This is an optimization exercise on Yosys and OpenROAD, whose aim is small area, not a production implementation. In this exercise RTL edits were held to simulation tests only and were not proved equivalent to the original. Power is estimated from default activity; no workload was simulated.

## config.mk

```make
export PLATFORM = sky130hd
export DESIGN_NAME = decode_stage
export DESIGN_NICKNAME = decode_stage
export VERILOG_FILES = /design/flow/design.v
export SDC_FILE = /design/flow/constraint.sdc
export NUM_CORES = 4
export LEC_CHECK = 0
export CAP_MARGIN = 30
export CELL_PAD_IN_SITES_DETAIL_PLACEMENT = 1
export CELL_PAD_IN_SITES_GLOBAL_PLACEMENT = 2
export CORE_MARGIN = 2
export CORE_UTILIZATION = 30
export SETUP_SLACK_MARGIN = 0.5
export SLEW_MARGIN = 30
export SYNTH_HIERARCHICAL = 1
```

## constraint.sdc

```tcl
create_clock -name core_clock -period 10.0 [get_ports {clk}]
set_input_delay 2.0000 -clock core_clock [delete_from_list [all_inputs] [get_ports {clk}]]
set_output_delay 2.0000 -clock core_clock [all_outputs]
set_load 0.01 [all_outputs]
```

## design.v

```verilog
package decode_pkg;
	typedef logic [31:0] data_t;       
	typedef logic [4:0]  reg_addr_t;   
	typedef logic [31:0] instr_t;
	typedef logic [5:0]  opcode_t;     
	typedef logic [3:0]  alu_op_t;
	typedef logic [10:0] exec_ctrl_t;
	typedef logic [8:0]  mem_ctrl_t;
	typedef logic [1:0]  wb_ctrl_t;
	localparam int num_regs = 32;
	localparam opcode_t op_rtype = 6'd0;
	localparam opcode_t op_j     = 6'd2;
	localparam opcode_t op_jal   = 6'd3;
	localparam opcode_t op_beq   = 6'd4;
	localparam opcode_t op_addi  = 6'd8;
	localparam opcode_t op_lw    = 6'd35;
	localparam opcode_t op_sw    = 6'd43;
	localparam opcode_t fn_sll = 6'd0;
	localparam opcode_t fn_jr  = 6'd8;
	localparam opcode_t fn_add = 6'd32;
	localparam opcode_t fn_sub = 6'd34;
	localparam opcode_t fn_and = 6'd36;
	localparam opcode_t fn_or  = 6'd37;
	localparam alu_op_t alu_add = 4'd0;
	localparam alu_op_t alu_sub = 4'd1;
	localparam alu_op_t alu_and = 4'd2;
	localparam alu_op_t alu_or  = 4'd3;
	localparam alu_op_t alu_sll = 4'd4;
	localparam int ex_alu_op_lsb   = 7;   
	localparam int ex_reg_dst_bit  = 6;
	localparam int ex_jump_bit     = 5;
	localparam int ex_jump_reg_bit = 4;
	localparam int ex_alu_src_bit  = 3;
	localparam int ex_branch_bit   = 2;
	localparam int ex_shift_bit    = 1;
	localparam int ex_link_bit     = 0;
	localparam int mem_write_bit = 0;
	localparam int mem_read_bit  = 1;
	localparam int mem_word_bit  = 4;
	localparam int wb_reg_write_bit  = 1;
	localparam int wb_mem_to_reg_bit = 0;
	localparam logic [3:0] cls_none = 4'd0;
	localparam logic [3:0] cls_add  = 4'd14;
	localparam logic [3:0] cls_sub  = 4'd6;
	localparam logic [3:0] cls_and  = 4'd10;
	localparam logic [3:0] cls_or   = 4'd5;
	localparam logic [3:0] cls_sll  = 4'd3;
	localparam logic [3:0] cls_jr   = 4'd15;
	localparam logic [3:0] cls_addi = 4'd12;
	localparam logic [3:0] cls_lw   = 4'd8;
	localparam logic [3:0] cls_sw   = 4'd2;
	localparam logic [3:0] cls_beq  = 4'd11;
	localparam logic [3:0] cls_j    = 4'd9;
	localparam logic [3:0] cls_jal  = 4'd4;
endpackage
`timescale 1ns/1ps
module control_decoder
(
	input  decode_pkg::instr_t instr,
	output logic [3:0]         cls,
	output logic               is_jump,   
	output logic               is_jr
);
	logic [5:0] opcode;
	logic [5:0] funct;
	assign opcode = instr[31:26];
	assign funct  = instr[5:0];
	always_comb
	begin
		cls = decode_pkg::cls_none;
		case (opcode)
			decode_pkg::op_rtype:
				case (funct)
					decode_pkg::fn_add: cls = decode_pkg::cls_add;
					decode_pkg::fn_sub: cls = decode_pkg::cls_sub;
					decode_pkg::fn_and: cls = decode_pkg::cls_and;
					decode_pkg::fn_or:  cls = decode_pkg::cls_or;
					decode_pkg::fn_sll: cls = decode_pkg::cls_sll;
					decode_pkg::fn_jr:  cls = decode_pkg::cls_jr;
					default:            cls = decode_pkg::cls_none;
				endcase
			decode_pkg::op_addi: cls = decode_pkg::cls_addi;
			decode_pkg::op_lw:   cls = decode_pkg::cls_lw;
			decode_pkg::op_sw:   cls = decode_pkg::cls_sw;
			decode_pkg::op_beq:  cls = decode_pkg::cls_beq;
			decode_pkg::op_j:    cls = decode_pkg::cls_j;
			decode_pkg::op_jal:  cls = decode_pkg::cls_jal;
			default:             cls = decode_pkg::cls_none;
		endcase
	end
	assign is_jump = (opcode == decode_pkg::op_j) || (opcode == decode_pkg::op_jal);
	assign is_jr   = (opcode == decode_pkg::op_rtype) && (funct == decode_pkg::fn_jr);
endmodule
`timescale 1ns/1ps
module rf_write_bit
(
	input  logic we,
	input  logic nwe,
	input  logic wd,
	input  logic q,
	output logic d
);
	assign d = (we & wd) | (nwe & q);
endmodule
module register_read_bit
(
	input  logic [31:1] s,
	input  logic [31:1] d,
	output logic        y
);
	logic [10:0] t;   
	for (genvar g = 0; g < 10; g++)
	begin : g_grp
		rf_aoi3 u_aoi (.s(s[3*g+3:3*g+1]), .d(d[3*g+3:3*g+1]), .yn(t[g]));
	end
	assign t[10] = ~(s[31] & d[31]);
	assign y     = ~&t;
endmodule
module rf_aoi3
(
	input  logic [2:0] s,
	input  logic [2:0] d,
	output logic       yn
);
	assign yn = ~|(s & d);
endmodule
`timescale 1ns/1ps
module control_expand
(
	input  logic [3:0]             cls,
	output decode_pkg::exec_ctrl_t ctrl_exec,
	output decode_pkg::mem_ctrl_t  ctrl_mem,
	output decode_pkg::wb_ctrl_t   ctrl_wb,
	output logic                   is_load
);
	decode_pkg::exec_ctrl_t exec_c;
	decode_pkg::mem_ctrl_t  mem_c;
	decode_pkg::wb_ctrl_t   wb_c;
	always_comb
	begin
		exec_c = '0;
		mem_c  = '0;
		wb_c   = '0;
		case (cls)
			decode_pkg::cls_add, decode_pkg::cls_sub, decode_pkg::cls_and,
			decode_pkg::cls_or, decode_pkg::cls_sll:
			begin
				exec_c[decode_pkg::ex_reg_dst_bit] = 1'b1;
				wb_c[decode_pkg::wb_reg_write_bit] = 1'b1;
				case (cls)
					decode_pkg::cls_sub: exec_c[decode_pkg::ex_alu_op_lsb +: 4] = decode_pkg::alu_sub;
					decode_pkg::cls_and: exec_c[decode_pkg::ex_alu_op_lsb +: 4] = decode_pkg::alu_and;
					decode_pkg::cls_or:  exec_c[decode_pkg::ex_alu_op_lsb +: 4] = decode_pkg::alu_or;
					decode_pkg::cls_sll:
					begin
						exec_c[decode_pkg::ex_alu_op_lsb +: 4] = decode_pkg::alu_sll;
						exec_c[decode_pkg::ex_shift_bit] = 1'b1;
					end
					default: exec_c[decode_pkg::ex_alu_op_lsb +: 4] = decode_pkg::alu_add;
				endcase
			end
			decode_pkg::cls_jr: exec_c[decode_pkg::ex_jump_reg_bit] = 1'b1;
			decode_pkg::cls_addi:
			begin
				exec_c[decode_pkg::ex_alu_src_bit] = 1'b1;
				wb_c[decode_pkg::wb_reg_write_bit] = 1'b1;
			end
			decode_pkg::cls_lw:
			begin
				exec_c[decode_pkg::ex_alu_src_bit]  = 1'b1;
				mem_c[decode_pkg::mem_read_bit]     = 1'b1;
				mem_c[decode_pkg::mem_word_bit]     = 1'b1;
				wb_c[decode_pkg::wb_reg_write_bit]  = 1'b1;
				wb_c[decode_pkg::wb_mem_to_reg_bit] = 1'b1;
			end
			decode_pkg::cls_sw:
			begin
				exec_c[decode_pkg::ex_alu_src_bit] = 1'b1;
				mem_c[decode_pkg::mem_write_bit]   = 1'b1;
				mem_c[decode_pkg::mem_word_bit]    = 1'b1;
			end
			decode_pkg::cls_beq:
			begin
				exec_c[decode_pkg::ex_alu_op_lsb +: 4] = decode_pkg::alu_sub;
				exec_c[decode_pkg::ex_branch_bit] = 1'b1;
			end
			decode_pkg::cls_j: exec_c[decode_pkg::ex_jump_bit] = 1'b1;
			decode_pkg::cls_jal:
			begin
				exec_c[decode_pkg::ex_jump_bit]    = 1'b1;
				exec_c[decode_pkg::ex_link_bit]    = 1'b1;
				wb_c[decode_pkg::wb_reg_write_bit] = 1'b1;
			end
			default: ;
		endcase
	end
	assign ctrl_exec = exec_c;
	assign ctrl_mem  = mem_c;
	assign ctrl_wb   = wb_c;
	assign is_load   = (cls == decode_pkg::cls_lw);
endmodule
`timescale 1ns/1ps
module decode_stage
(
	input  logic                   clk,
	input  logic                   reset,
	input  decode_pkg::instr_t     instr,
	input  decode_pkg::data_t      pc_plus4,
	input  logic                   flush,
	input  logic                   halt,
	input  logic                   reg_write,
	input  decode_pkg::reg_addr_t  write_addr,
	input  decode_pkg::data_t      write_data,
	input  decode_pkg::reg_addr_t  debug_addr,
	output decode_pkg::data_t      ex_pc_plus4,
	output decode_pkg::data_t      ex_imm,
	output decode_pkg::reg_addr_t  ex_rs,
	output decode_pkg::reg_addr_t  ex_rt,
	output decode_pkg::reg_addr_t  ex_rd,
	output decode_pkg::reg_addr_t  ex_shamt,
	output decode_pkg::exec_ctrl_t ex_exec,
	output decode_pkg::mem_ctrl_t  ex_mem,
	output decode_pkg::wb_ctrl_t   ex_wb,
	output decode_pkg::data_t      ex_rs_data,
	output decode_pkg::data_t      ex_rt_data,
	output logic                   ex_halt,
	output logic                   jump,
	output logic                   jump_reg,
	output decode_pkg::data_t      jump_target,
	output decode_pkg::data_t      jump_reg_target,
	output logic                   stall,
	output decode_pkg::data_t      debug_data
);
	logic [4:0] rs_addr;
	logic [4:0] rt_addr;
	assign rs_addr = instr[25:21];
	assign rt_addr = instr[20:16];
	logic [31:1][31:0] rf;
	logic [31:1]       rf_valid;
	logic [31:1]       we;
	logic [31:1]       nwe;
	always_comb
	begin
		for (int i = 1; i < 32; i++)
			we[i] = reg_write && (write_addr == i);
	end
	assign nwe = ~we;
	always_ff @(posedge clk or posedge reset)
	begin
		if (reset)
			rf_valid <= '0;
		else
			rf_valid <= rf_valid | we;
	end
	for (genvar i = 1; i < 32; i++)
	begin : g_row
		logic [31:0] d;
		for (genvar b = 0; b < 32; b++)
		begin : g_bit
			rf_write_bit u_w (.we(we[i]), .nwe(nwe[i]), .wd(write_data[b]), .q(rf[i][b]), .d(d[b]));
		end
		always_ff @(posedge clk)
			rf[i] <= d;
	end
	logic [31:1] sel_rs;
	logic [31:1] sel_rt;
	logic [31:1] sel_dbg;
	always_comb
	begin
		for (int i = 1; i < 32; i++)
		begin
			sel_rs[i]  = rf_valid[i] && !flush && (rs_addr == i);
			sel_rt[i]  = rf_valid[i] && !flush && (rt_addr == i);
			sel_dbg[i] = rf_valid[i] && (debug_addr == i);
		end
	end
	logic [31:0] rs_data_g;   
	logic [31:0] rt_data_g;   
	for (genvar b = 0; b < 32; b++)
	begin : g_col
		logic [31:1] col;
		for (genvar i = 1; i < 32; i++)
		begin : g_c
			assign col[i] = rf[i][b];
		end
		register_read_bit u_rs  (.s(sel_rs),  .d(col), .y(rs_data_g[b]));
		register_read_bit u_rt  (.s(sel_rt),  .d(col), .y(rt_data_g[b]));
		register_read_bit u_dbg (.s(sel_dbg), .d(col), .y(debug_data[b]));
	end
	logic [3:0] cls;
	logic       is_jump;
	logic       is_jr;
	control_decoder u_control_decoder
	(
		.instr   (instr),
		.cls     (cls),
		.is_jump (is_jump),
		.is_jr   (is_jr)
	);
	logic [3:0]  ex_cls;
	logic [25:0] ex_fields;   
	logic        ex_load;
	assign stall = ex_load && ((ex_fields[20:16] == rs_addr) || (ex_fields[20:16] == rt_addr)) && !flush;
	assign jump            = !flush && is_jump;
	assign jump_reg        = !flush && is_jr;
	assign jump_target     = flush ? '0 : {pc_plus4[31:28], instr[25:0], 2'b00};
	assign jump_reg_target = rs_data_g;
	always_ff @(posedge clk or posedge reset)
	begin
		if (reset)
		begin
			ex_pc_plus4 <= '0;
			ex_fields   <= '0;
			ex_cls      <= '0;
			ex_rs_data  <= '0;
			ex_rt_data  <= '0;
			ex_halt     <= 1'b0;
		end
		else
		begin
			ex_halt     <= halt;   
			ex_pc_plus4 <= flush ? '0 : pc_plus4;
			ex_fields   <= flush ? '0 : instr[25:0];
			ex_rs_data  <= rs_data_g;
			ex_rt_data  <= rt_data_g;
			ex_cls      <= (flush || stall) ? '0 : cls;
		end
	end
	assign ex_rs    = ex_fields[25:21];
	assign ex_rt    = ex_fields[20:16];
	assign ex_rd    = ex_fields[15:11];
	assign ex_shamt = ex_fields[10:6];
	assign ex_imm   = {{16{ex_fields[15]}}, ex_fields[15:0]};
	control_expand u_control_expand
	(
		.cls       (ex_cls),
		.ctrl_exec (ex_exec),
		.ctrl_mem  (ex_mem),
		.ctrl_wb   (ex_wb),
		.is_load   (ex_load)
	);
endmodule
```

## flow/run.sh

```bash
#!/bin/bash
# The standard layout (standard.sh: unchanged synthesis, floorplan, power grid
# and tap cells), with these steps changed:
#  - the port buffers are buf_1 cells instead of the resizer's default choice;
#  - before the post-placement repair_design, the buffers that timing-driven
#    placement put on internal nets are removed (pre_resize.tcl), so that
#    repair_design redoes those nets, sizing drivers up where that is enough;
#  - clock tree synthesis uses small leaf buffers over small clusters and no
#    dummy loads.
set -euo pipefail
here=$(pwd)
export BUFFER_PORTS_ARGS="-buffer_cell sky130_fd_sc_hd__buf_1"
export PRE_RESIZE_TCL="$here/flow/pre_resize.tcl"
export CTS_ARGS="-sink_clustering_enable -repair_clock_nets -dont_use_dummy_load -root_buf sky130_fd_sc_hd__clkbuf_16 -buf_list sky130_fd_sc_hd__clkbuf_4 -sink_clustering_size 8 -sink_clustering_max_diameter 50"
bash standard.sh finish > standard_flow.log 2>&1
```

## flow/pre_resize.tcl

```tcl
# Runs in ORFS's resize step (3_4), before its repair_design. Timing-driven
# global placement leaves buffers on the high-fanout internal nets; remove
# them (but not the port buffers, named input*/output*) so that
# repair_design fixes those nets again from scratch, sizing up their drivers
# where that is enough.
set place_bufs {}
foreach inst [get_cells place*] {
  if {[get_property [get_lib_cells -of_objects $inst] is_buffer]} {
    lappend place_bufs [get_full_name $inst]
  }
}
puts "pre_resize: removing [llength $place_bufs] placement buffers"
if {[llength $place_bufs] > 0} {
  remove_buffers {*}$place_bufs
}
```

## standard.sh

```bash
#!/bin/bash
# synth_recipe.tcl (not shown) runs the flow's synth.tcl, then flattens the netlist and writes it again
# the make line also repeats each setting of config.mk as NAME=value (left out here)
make -C /OpenROAD-flow-scripts/flow DESIGN_CONFIG=/design/flow/config.mk WORK_HOME=/design/flow/orfs CLKGATE_MAP_FILE= SYNTH_SCRIPT=/design/flow/synth_recipe.tcl "${@:-finish}"
```

==> metrics.md, run 1 <==
| Metric | Value |
|---|---|
| Final Cycle Share | `0.743` |
| Vias in the first global route | `50300` |
| Cts-stage hold buffer count | `0` |
| Fmax achieved | `135 MHz` |
| Largest family of logic cells by synthesized area | `compound AO/OA/AOI/OAI gates` |
| Grt ovf | `0` |
| Hold depth | `1` |
| Top cells by area, synth | `dfxtp_1 42%, a222oi_1 20%, a22o_1 18%, dfrtp_1 8.3%, nand4_1 2.6%` |
| GRT Util Overall | `0.365` |
| Clock Skews | `0.132 ns` |
| CP Max Fanout | `32` |
| Final setup viols | `0` |
| Fin Setup TNS | `0 ns` |
| Final net count | `4580` |
| Global placement routability congestion | `0.905` |
| Post-route ant nets | `0` |
| Startpoint types | `input port` |
| Fillers | `17100` |
| Crit path kind | `in -> out` |
| Row cnt | `145` |
| Die Ht | `402 um` |
| Syn Std Cell Area | `47500 um2` |
| Critical Path Slowest Stage Cell | `and3_4` |
| PortBufs | `371` |
| Ordered cell list for the critical path | `buf_1 -> and2b_1 -> nor3b_1 -> and3_4 -> a222oi_1 -> nand4_1 -> a2111o_1 -> buf_1` |
| RSZ-0062 raised after global routing | `no` |
| Cell mode on critical path | `buf_1` |
| Die Width | `402 um` |
| Cell taking the most area after synthesis | `dfxtp_1` |
| Post-synth EDFFs | `0` |
| Pin count of the biggest net entering global routing | `159` |
| Core area | `157000 um2` |
| HPWL Detailed | `168000 um` |
| XOR/XNOR share of the synthesized area | `0.00240` |
| Post-CTS resize count | `0` |
| Worst-Skew Late Latency | `0.91 ns` |
| Max_cap viols | `0` |
| Hold Path End | `rf[320]$_DFF_P_` |
| Register Area | `23800 um2` |
| Post-synth cell types | `47` |
| CP max stage delay | `0.92 ns` |
| DIE AREA | `161000 um2` |
| Top-area cell type share of the netlist area | `0.419` |
| CP required | `8.00 ns` |
| Clk pin slew, worst setup/hold paths | `0.05 ns` |
| Global-route wire length before repair | `418000 um` |
| Clk buf depth | `3` |
| Tmin final | `7.43 ns` |
| FFs w/ async S/R, synth | `0.137` |
| CTS Sinks | `1150` |
| Worst setup EP type | `output port` |
| Static Leak | `21.5 nW` |
| DR pass1 iterations | `11` |
| Cell Area, Placed | `52500 um2` |
| Reg-to-reg slack, setup | `7.28 ns` |
| Boundary pin count | `381` |
| Max VDD drop | `0.148 mV` |
| Mean Syn Cell Area | `12.1 um2` |
| Drt first-iter violations | `11600` |
| CTS tree | `built` |
| Post-Synth Adder-Cell Area | `0` |
| Worst r2r dst | `ex_rs_data[18]$_DFF_PP0_` |
| Antenna violations before repair | `18` |
| Synth Register Bits | `1150` |
| Num CTS Buffers | `182` |
| Register area share after synthesis | `0.502` |
| Share of synthesized area spent on multiplexers | `0` |
| Yosys warns | `9` |
| Clk root buf | `clkbuf_16` |
| RR Startpoint | `rf_valid[28]$_DFF_PP0_` |
| Data arrival, critical path | `5.43 ns` |
| Cell count after synthesis | `3935` |
| Max-slew violations | `0` |
| Multi-input gate area | `23900 um2` |
| Worst min path class | `reg -> reg` |
| Via density | `7.90` |
| Synth Area in Simple Gates | `0.0742` |
| Avg WL per Cell | `47.2 um` |
| Synth-to-layout area growth | `13.6%` |
| Drt total wl | `309000 um` |
| Reg2Reg Depth | `4` |
| Status | `complete, no violations` |
| Worst slew pin tran | `1.00 ns` |
| Main synth FF type | `dfxtp_1` |
| Starting Density | `0.303` |
| DR DRC count | `0` |
| Power Density | `193 nW/um2` |
| Synth Area in Compound Gates | `0.411` |
| Post-CTS setup buffers | `0` |
| Slew HR | `0.331` |
| Layout cells sized above 1 | `0.0913` |
| Hold Startpoint | `rf[320]$_DFF_P_` |
| Commonest cells after routing, fill and taps aside | `992 x a22o_1, 992 x dfxtp_1, 960 x a222oi_1, 338 x buf_1, 194 x nand4_1` |
| Final Instance Area | `53900 um2` |
| Number of H-tree levels | `4` |
| Final Hold Viols | `0` |
| Via count | `51700` |
-- registers in the layout, summed over array words and instances (netlist names) --
name and count:
ex_halt 1, ex_fields 26, ex_cls 4, rf 992
ex_rt_data 32, rf_valid 31, ex_pc_plus4 32, ex_rs_data 32
-- cell usage after synthesis (2+ instances only) --
cell and number:
buf_4 37, nor4bb_1 2, xnor2_1 13, nand2b_1 37
nand2_1 137, and2_0 2, conb_1 2, o22ai_1 2
buf_2 6, and2_1 4, a2111o_1 97, o21ai_0 3
and2b_1 4, nor2_1 21, clkbuf_1 9, dfxtp_1 992
dfrtp_1 158, nand4_1 194, and3b_1 4, a22o_1 992
nand3b_1 2, inv_1 35, nor2b_1 73, o31ai_1 2
nor4_1 4, a21oi_1 2, or3b_1 3, and3_1 94
nor3b_1 13, or2_2 4, nor3_1 12, a222oi_1 960
-- kinds of logic (layout without fill, tap and decap cells) --
logic type      after synthesis  after routing
flops                      1150           1150
compound gates             2067           2067
other cells                   2             24
xor+xnor                     13             13
buf+inv                      87            612
simple gates                616            616
-- worst max-delay path: cells and delay by family --
family          cells  cell delay (ns)
simple gates        4             2.13
compound gates      2             0.66
buf+inv             2             0.62
-- worst max path at each step --
stage | from | endpoint | slack (ns) | cells past startpoint
floorplan | reset | ex_cls[0]$_DFF_PP0_ | 3.74 | 1
global placement | instr[22] | jump_reg_target[5] | 2.78 | 9
detailed placement | flush | jump_reg_target[2] | 2.73 | 9
CTS | flush | jump_reg_target[2] | 2.74 | 9
global route | flush | jump_reg_target[2] | 2.50 | 9
finish | instr[21] | jump_reg_target[5] | 2.57 | 8
-- report_power, final --
| group | internal, W | total, W | switching, W |
|---|---|---|---|
| Combinational | 0.000702 | 0.00140 | 0.000698 |
| Sequential | 0.00544 | 0.00638 | 0.000939 |
| Clock | 0.000843 | 0.00260 | 0.00176 |
| Total | 0.00699 | 0.0104 | 0.00340 |
-- layout make-up --
| type | count | area share |
|---|---|---|
| Clock buffer | 182 | 0.0257 |
| Tap cell | 2058 | 0.0478 |
| Sequential cell | 1150 | 0.442 |
| Inverter | 35 | 0.00418 |
| Timing Repair Buffer | 395 | 0.0367 |
| Multi-Input combinational cell | 2705 | 0.443 |
| Antenna cell | 15 | 0.000696 |
-- modules after synthesis (local to each module, per instance) --
module,copies in the design,flops+latches,cell area [um2],cells
decode_stage,1,1150,26000,1521
control_expand,1,0,302,44
control_decoder,1,0,224,34
register_read_bit,96,0,27.5,4
rf_aoi3,960,0,10.0,1
rf_write_bit,992,0,8.76,1
-- through the flow --
stage	total power [W]	hold slack (ns)	instances	setup WS, ns	utilization
after CTS	0.0104	0.531	6525	2.74	0.344
after detailed placement	0.00779	0.505	6343	2.73	0.335
final	0.0104	0.531	6540	2.57	0.344
after global placement	0.00773	0.488	6509	2.78	0.337
after floorplan	0.00702	0.454	3942	3.74	-
after global routing	0.0108	0.542	6535	2.50	0.344
-- metal layers --
metal	track usage	vias to the layer above	share of wire	routed length [um]
met3	0.130	1203	0.14	42700
met4	0.219	14	0.069	21200
met2	0.536	4771	0.42	128000
met1	0.458	26000	0.38	116000
li1	-	19700	-	-
met5	0.00446	-	0.00048	149
==> inputs of run 2 (changes only) <==
--- a/config.mk
+++ b/config.mk
@@ -6,5 +6,5 @@
 export NUM_CORES = 4
 export LEC_CHECK = 0
-export CAP_MARGIN = 30
+export CAP_MARGIN = 20
 export CELL_PAD_IN_SITES_DETAIL_PLACEMENT = 1
 export CELL_PAD_IN_SITES_GLOBAL_PLACEMENT = 2
@@ -12,4 +12,4 @@
 export CORE_UTILIZATION = 30
 export SETUP_SLACK_MARGIN = 0.5
-export SLEW_MARGIN = 30
+export SLEW_MARGIN = 20
 export SYNTH_HIERARCHICAL = 1
==> run 2 against run 1 <==
Net effect:
- still clean
- core utilization decreased by 0.14 points
- clock power about the same
- total power about the same
- wire length about the same
- clock skew increased by 0.028 ns
- critical path type unchanged
==> metrics.md, run 2 <==
| Metric | Value |
|---|---|
| Clock Skews | `0.160 ns (+0.0277 ns)` |
| CTS tree | `built` |
| Pin count of the biggest net entering global routing | `159 (unchanged)` |
| Max-slew violations | `0 (unchanged)` |
| Fmax achieved | `129 MHz (-4.3%)` |
| Mean Syn Cell Area | `12.1 um2 (unchanged)` |
| Static Leak | `21.5 nW (-0.22%)` |
| Final Hold Viols | `0 (unchanged)` |
| WP buf/inv | `3 (+1)` |
| Cell taking the most area after synthesis | `dfxtp_1` |
| Max VDD drop | `0.150 mV (+1.1%)` |
| Global placement routability congestion | `0.905 (unchanged)` |
| Post-route ant nets | `0 (unchanged)` |
| Vias in the first global route | `49900 (-0.75%)` |
| GRT Util Overall | `0.366 (+0.000372)` |
| Fin Setup TNS | `0 ns (unchanged)` |
| Sequential share of power | `0.615 (about the same)` |
| Top post-synthesis cells by count | `992 x a22o_1, 992 x dfxtp_1, 960 x a222oi_1` |
| Post-CTS setup buffers | `0 (unchanged)` |
| Num CTS Buffers | `183 (+0.55%)` |
| CP max stage delay | `0.69 ns (-0.23 ns)` |
| DR DRC count | `0 (unchanged)` |
| Post-synth cell types | `47 (unchanged)` |
| Max_cap viols | `0 (unchanged)` |
| Clk buf depth | `3 (unchanged)` |
| Die Ht | `402 um (unchanged)` |
| Cell count after synthesis | `3935 (unchanged)` |
| Post-synth EDFFs | `0 (unchanged)` |
| Final setup viols | `0 (unchanged)` |
| Row cnt | `145 (unchanged)` |
| DIE AREA | `161000 um2 (unchanged)` |
| CTS Sinks | `1150 (unchanged)` |
| Boundary pin count | `381 (unchanged)` |
| Top delay family on crit path | `simple AND/OR/NAND/NOR gates` |
| Main synth FF type | `dfxtp_1` |
| Drt total wl | `309000 um (about the same)` |
| Top cells by area, synth | `dfxtp_1 42%, a222oi_1 20%, a22o_1 18%, dfrtp_1 8.3%, nand4_1 2.6%` |
| FFs w/ async S/R, synth | `0.137 (unchanged)` |
| Worst slew pin tran | `1.42 ns (+0.413 ns)` |
| Clk root buf | `clkbuf_16` |
| Worst setup EP type | `output port` |
| Worst-Skew Late Latency | `0.91 ns (about the same)` |
| CP Max Fanout | `40 (+25%)` |
| Commonest cells after routing, fill and taps aside | `992 x a22o_1, 992 x dfxtp_1, 960 x a222oi_1, 338 x buf_1, 194 x nand4_1` |
| Slew HR | `0.0554 (-0.275)` |
| Via count | `51600 (-0.22%)` |
| Crit path kind | `in -> out` |
| Register area share after synthesis | `0.502 (unchanged)` |
| Data arrival, critical path | `5.77 ns (+0.34 ns)` |
| Final Cycle Share | `0.777 (+0.0338)` |
| Syn Std Cell Area | `47500 um2 (unchanged)` |
| Int Pwr | `0.00698 W (-0.10%)` |
| Power Total | `0.0104 W (about the same)` |
| Cts-stage hold buffer count | `0 (unchanged)` |
| Grt ovf | `0 (unchanged)` |
| HPWL Detailed | `168000 um (about the same)` |
| Ordered cell list for the critical path | `clkbuf_4 -> buf_12 -> nand2b_1 -> nor2b_1 -> and3_2 -> a222oi_1 -> nand4_1 -> a2111o_1 -> buf_1` |
| Number of H-tree levels | `4 (unchanged)` |
| Status | `complete, no violations` |
| Layout cells sized above 1 | `0.0905 (-0.000814)` |
| Yosys warns | `9 (unchanged)` |
| Top-area cell type share of the netlist area | `0.419 (unchanged)` |
| Tmin final | `7.77 ns (+0.338 ns)` |
| Synth-to-layout area growth | `13.2%` |
| Clk pin slew, worst setup/hold paths | `0.06 ns (about the same)` |
| DR pass1 iterations | `13 (+2)` |
| Clock share of power | `0.252 (about the same)` |
| Die Width | `402 um (unchanged)` |
| CP required | `8.00 ns (about the same)` |
| NetSw | `0.00340 W (+0.19%)` |
| Core area | `157000 um2 (unchanged)` |
| Reg with most FFs | `rf` |
| Global-route wire length before repair | `419000 um (about the same)` |
| Power Density | `193 nW/um2 (+0.40%)` |
| Drt first-iter violations | `12200 (+5.1%)` |
| Worst min path class | `reg -> reg` |
| Critical Path Slowest Stage Cell | `a222oi_1` |
| Sw Ratio | `0.328 (+0.000639)` |
| Starting Density | `0.303 (unchanged)` |
| Final net count | `4576 (-0.087%)` |
| Startpoint types | `input port` |
| PortBufs | `371 (unchanged)` |
| RSZ-0062 raised after global routing | `no` |
| Avg WL per Cell | `47.3 um (+0.24%)` |
| Antenna violations before repair | `12 (-6)` |
| Combinational power share | `0.134 (about the same)` |
| Largest register FFs | `992 (unchanged)` |
| Synth Register Bits | `1150 (unchanged)` |
| Via density | `7.90 (about the same)` |
| Post-CTS resize count | `0 (unchanged)` |
[run 2: power groups by stage]
stage	Sequential, W	Combinational (W)	Clock [W]
after floorplan	0.00615	0.000870	0
after global placement	0.00640	0.00133	0
after detailed placement	0.00641	0.00137	0
after CTS	0.00632	0.00137	0.00267
after global routing	0.00649	0.00148	0.00286
final	0.00638	0.00139	0.00261
[run 2: cell families (layout without fill, tap and decap cells)]
kind of cell | count (synthesis) | count (layout) | share of synthesized area
xor+xnor | 13 | 13 | 0.00240
compound gates | 2067 | 2067 | 0.411
buf+inv | 87 | 608 | 0.00997
other cells | 2 | 18 | 0.000158
flops | 1150 | 1150 | 0.502
simple gates | 616 | 616 | 0.0742
[run 2: Yosys stat by module, one instance, submodules excluded]
module / area [um2] / flip-flops and latches
rf_write_bit: 8.76 / 0
decode_stage: 26000 / 1150
rf_aoi3: 10.0 / 0
control_expand: 302 / 0
control_decoder: 224 / 0
register_read_bit: 27.5 / 0
[run 2: cell type report]
type / count / area, um2
Sequential cell: 1150 / 23800
Multi-Input combinational cell: 2705 / 23800
Tap cell: 2058 / 2570
Antenna cell: 9 / 22.5
Timing Repair Buffer: 390 / 1840
Inverter: 35 / 205
Fill cell: 17100 / 103000
Clock buffer: 183 / 1390
[run 2: metal layers]
metal | wire [um] | track usage | part of all wire
met1 | 117000 | 0.464 | 0.38
met2 | 128000 | 0.538 | 0.42
met3 | 43100 | 0.124 | 0.14
met4 | 20800 | 0.213 | 0.067
met5 | 27 | 0 | 0.000087
[run 2: path summary, 6_finish.rpt]
kind | from | to | slack (ns) | depth (start not counted)
setup / recovery | flush | jump_reg_target[18] | 2.23 | 9
hold / removal | rf[710]$_DFF_P_ | rf[710]$_DFF_P_ | 0.53 | 1
setup reg to reg | rf_valid[30]$_DFF_PP0_ | ex_rs_data[18]$_DFF_PP0_ | 6.91 | 4
hold reg to reg | rf[710]$_DFF_P_ | rf[710]$_DFF_P_ | 0.53 | 1
max in group asynchronous | reset | ex_rt_data[31]$_DFF_PP0_ | 7.76 | 2
min in group asynchronous | reset | ex_pc_plus4[9]$_DFF_PP0_ | 1.34 | 2
[run 2: metrics by stage]
stage	area, um2	worst slack, ns	instances	hold slack, ns	util
2_1_floorplan	47500	3.74	3942	0.454	-
3_3_place_gp	52700	2.78	6509	0.488	0.337
3_5_place_dp	52100	2.46	6334	0.505	0.333
4_1_cts	53500	2.45	6517	0.530	0.342
5_1_grt	53700	2.23	6525	0.549	0.343
6_report	53700	2.23	6530	0.531	0.343
==> inputs of run 3 (changes only) <==
--- a/flow/run.sh
+++ b/flow/run.sh
@@ -12,4 +12,4 @@
 export BUFFER_PORTS_ARGS="-buffer_cell sky130_fd_sc_hd__buf_1"
 export PRE_RESIZE_TCL="$here/flow/pre_resize.tcl"
-export CTS_ARGS="-sink_clustering_enable -repair_clock_nets -dont_use_dummy_load -root_buf sky130_fd_sc_hd__clkbuf_16 -buf_list sky130_fd_sc_hd__clkbuf_4 -sink_clustering_size 8 -sink_clustering_max_diameter 50"
+export CTS_ARGS="-sink_clustering_enable -repair_clock_nets -dont_use_dummy_load -root_buf sky130_fd_sc_hd__clkbuf_16 -buf_list sky130_fd_sc_hd__clkbuf_4 -sink_clustering_size 8 -sink_clustering_max_diameter 40"
 bash standard.sh finish > standard_flow.log 2>&1
--- a/config.mk
+++ b/config.mk
@@ -6,5 +6,5 @@
 export NUM_CORES = 4
 export LEC_CHECK = 0
-export CAP_MARGIN = 20
+export CAP_MARGIN = 10
 export CELL_PAD_IN_SITES_DETAIL_PLACEMENT = 1
 export CELL_PAD_IN_SITES_GLOBAL_PLACEMENT = 2
@@ -12,4 +12,4 @@
 export CORE_UTILIZATION = 30
 export SETUP_SLACK_MARGIN = 0.5
-export SLEW_MARGIN = 20
+export SLEW_MARGIN = 10
 export SYNTH_HIERARCHICAL = 1
==> run 3 against run 2 <==
Net effect:
- the layout now fails its checks (capacitance limit, slew limit)
- wire length is essentially flat
- synthesized cell count is the same
- worst hold slack lost 0.019 ns
- synthesized area is the same
- die area is the same
- fmax shrank 0.14%
- core utilization is essentially flat
- critical path type unchanged
==> metrics.md, run 3 <==
| Metric | Value |
|---|---|
| Status | `finished with violations` |
| Layout check fault list | `capacitance limit, slew limit` |
| Cts-stage hold buffer count | `0 (unchanged)` |
| Clk root buf | `clkbuf_16` |
| Commonest cells after routing, fill and taps aside | `992 x a22o_1, 992 x dfxtp_1, 960 x a222oi_1, 338 x buf_1, 219 x clkbuf_4` |
| RSZ-0062 raised after global routing | `no` |
| Fmax achieved | `129 MHz (-0.14%)` |
| Static Leak | `21.6 nW (+0.79%)` |
| Worst setup EP type | `output port` |
| GRT Util Overall | `0.364 (-0.00192)` |
| Register area share after synthesis | `0.502 (unchanged)` |
| Hold depth | `1 (unchanged)` |
| Top cells by area, synth | `dfxtp_1 42%, a222oi_1 20%, a22o_1 18%, dfrtp_1 8.3%, nand4_1 2.6%` |
| Synth Register Bits | `1150 (unchanged)` |
| Startpoint types | `input port` |
| Reg with most FFs | `rf` |
| HPWL Detailed | `168000 um (-0.23%)` |
| Crit path kind | `in -> out` |
| Post-route ant nets | `0 (unchanged)` |
| Mean Syn Cell Area | `12.1 um2 (unchanged)` |
| Worst min path class | `reg -> reg` |
| Clock Skews | `0.170 ns (+0.0102 ns)` |
| Hold Startpoint | `rf_valid[2]$_DFF_PP0_` |
| Boundary pin count | `381 (unchanged)` |
| RR Startpoint | `rf_valid[28]$_DFF_PP0_` |
| Global placement routability congestion | `0.905 (unchanged)` |
| Reg-to-reg slack, setup | `7.02 ns (+0.11 ns)` |
| Drt total wl | `309000 um (about the same)` |
| Final setup viols | `0 (unchanged)` |
| Post-synth cell types | `47 (unchanged)` |
| Vias in the first global route | `49900 (+0.050%)` |
| Yosys warns | `9 (unchanged)` |
| Post-CTS setup buffers | `0 (unchanged)` |
| Tmin final | `7.78 ns (+0.0110 ns)` |
| Global-route wire length before repair | `416000 um (-0.73%)` |
| CP required | `8.00 ns (about the same)` |
| Post-synth EDFFs | `0 (unchanged)` |
| Reg2Reg Depth | `4 (unchanged)` |
| Synth-to-layout area growth | `13.1% (about the same)` |
| Clk pin slew, worst setup/hold paths | `0.07 ns (about the same)` |
| CTS tree | `built` |
| Fin Setup TNS | `0 ns (unchanged)` |
| CP Max Fanout | `32 (-20%)` |
| Slew HR | `-0.0468 (-0.102)` |
| Num CTS Buffers | `219 (+20%)` |
| Row cnt | `145 (unchanged)` |
| Post-CTS resize count | `0 (unchanged)` |
| DR pass1 iterations | `15 (+2)` |
| Top post-synthesis cells by count | `992 x a22o_1, 992 x dfxtp_1, 960 x a222oi_1` |
| Max VDD drop | `0.146 mV (-2.8%)` |
| Die Ht | `402 um (unchanged)` |
| Final net count | `4611 (+0.76%)` |
| Data arrival, critical path | `5.78 ns (about the same)` |
| DR DRC count | `0 (unchanged)` |
| Final Hold Viols | `0 (unchanged)` |
| Post-route core utilization | `0.343 (about the same)` |
| Power Density | `196 nW/um2 (+1.6%)` |
| Worst-Skew Late Latency | `0.91 ns (about the same)` |
| Avg WL per Cell | `47.0 um (-0.59%)` |
| Cell taking the most area after synthesis | `dfxtp_1` |
| Die Width | `402 um (unchanged)` |
| Antenna violations before repair | `14 (+2)` |
| FFs w/ async S/R, synth | `0.137 (unchanged)` |
| Worst slew pin tran | `1.57 ns (+0.153 ns)` |
| Layout cells sized above 1 | `0.0969 (+0.00641)` |
| Final Cycle Share | `0.778 (+0.00110)` |
| Syn Std Cell Area | `47500 um2 (unchanged)` |
| Grt ovf | `0 (unchanged)` |
| PortBufs | `371 (unchanged)` |
| Largest register FFs | `992 (unchanged)` |
| Via density | `7.86 (-0.45%)` |
| Clk buf depth | `3 (unchanged)` |
| DIE AREA | `161000 um2 (unchanged)` |
| Via count | `51600 (+0.050%)` |
| Main synth FF type | `dfxtp_1` |
| Pin count of the biggest net entering global routing | `159 (unchanged)` |
| Crit path from | `instr[22]` |
| Starting Density | `0.303 (unchanged)` |
| Max-slew violations | `186 (+186)` |
| Max_cap viols | `4 (+4)` |
| Drt first-iter violations | `11700 (-3.4%)` |
| CTS Sinks | `1150 (unchanged)` |
| Core area | `157000 um2 (unchanged)` |
| Number of H-tree levels | `4 (unchanged)` |
| Cell count after synthesis | `3935 (unchanged)` |
| Top-area cell type share of the netlist area | `0.419 (unchanged)` |
-- run 3: cell counts after synthesis --
Identical to the previous run, type by type.
-- run 3: final timing paths --
path	to
setup / recovery	jump_reg_target[21]
hold / removal	rf_valid[2]$_DFF_PP0_
setup reg to reg	ex_rs_data[2]$_DFF_PP0_
hold reg to reg	rf_valid[2]$_DFF_PP0_
max in group asynchronous	ex_rs_data[31]$_DFF_PP0_
min in group asynchronous	ex_rt_data[15]$_DFF_PP0_
-- run 3: cell families (layout without fill, tap and decap cells) --
| group | count (synthesis) | after routing | synth area share |
|---|---|---|---|
| other | 2 | 16 | 0.000158 |
| DFF | 1150 | 1150 | 0.502 |
| AOI/OAI and AO/OA | 2067 | 2067 | 0.411 |
| and+or+nand+nor | 616 | 616 | 0.0742 |
| xor gates and xnor gates | 13 | 13 | 0.00240 |
| buffers and inverters | 87 | 643 | 0.00997 |
-- run 3: through the flow --
| step | instances | instance area, um2 | total power [W] | worst slack (ns) | hold WS [ns] |
|---|---|---|---|---|---|
| finish | 6563 | 53700 | 0.0105 | 2.22 | 0.512 |
| global placement | 6509 | 52700 | 0.00773 | 2.78 | 0.488 |
| floorplan | 3942 | 47500 | 0.00702 | 3.74 | 0.454 |
| global route | 6562 | 53700 | 0.0110 | 2.25 | 0.519 |
| CTS | 6548 | 53400 | 0.0105 | 2.46 | 0.499 |
| detailed placement | 6329 | 51800 | 0.00776 | 2.46 | 0.484 |
-- run 3: per-module statistics from Yosys (local to each module, per instance) --
module / times used / cells inside
decode_stage: 1 / 1521
control_expand: 1 / 44
control_decoder: 1 / 34
register_read_bit: 96 / 4
rf_aoi3: 960 / 1
rf_write_bit: 992 / 1
-- run 3: cell type report --
type	count	area, um2
inverters	35	149
diodes	7	17.5
well taps	2058	2570
repair buffers	389	1800
clock buffers	219	1660
flip-flops and latches	1150	23800
multi-input cells	2705	23600
fillers	17200	103000
-- run 3: power by group --
group	internal (W)	total, W	leakage (nW)	switching (W)
Combinational	0.000685	0.00138	10.3	0.000692
Sequential	0.00544	0.00638	10.3	0.000932
Clock	0.00100	0.00278	1.02	0.00178
-- run 3: routing by layer --
metal  up-vias  GRT usage  wire, um
li1      19700          -         -
met1     25900      0.457    116000
met2      4767      0.533    129000
met3      1210      0.127     42900
met4         4      0.221     21100
met5         -          0        34
-- run 3: critical path, stage by stage --
cell	delay, ns
buf_1	0.44
and2b_1	0.30
nor3b_1	0.52
and3_2	1.18
a222oi_1	0.32
nand4_1	0.33
a2111o_1	0.38
buf_1	0.20

## afterwards: timing with drivers on the ports
The flow's constraints put no driver on any port. The routed layouts listed below were extracted and timed again, unchanged, in two steps. Step 1, drivers: a clkbuf_16 drives clk and a buf_2 each remaining input, both assumed. Step 2, shift: input delay + t, output delay - t, t = (earliest + latest rising clock arrival at the registers) / 2. This alone moves slack from input paths to output paths. a / b / c = ideal ports / drivers / drivers and shift; a / b = the first two.
run | shift t [ns] | setup slack, ns | worst hold slack (ns) | worst register clock-pin slew, ns | pins driven straight from the clock port
run 1 | 0.920 | 2.571 / 2.531 / 2.531 | 0.531 / 0.531 / 0.531 | 0.11 / 0.11 | 1
run 2 | 0.920 | 2.233 / 2.139 / 2.139 | 0.531 / 0.531 / 0.531 | 0.12 / 0.12 | 1
run 3 | 0.920 | 2.222 / 2.182 / 2.182 | 0.512 / 0.512 / 0.512 | 0.11 / 0.11 | 1
For run 2, which loses most, drivers alone change the setup slack by -0.094 ns; drivers and shift together by -0.094 ns.
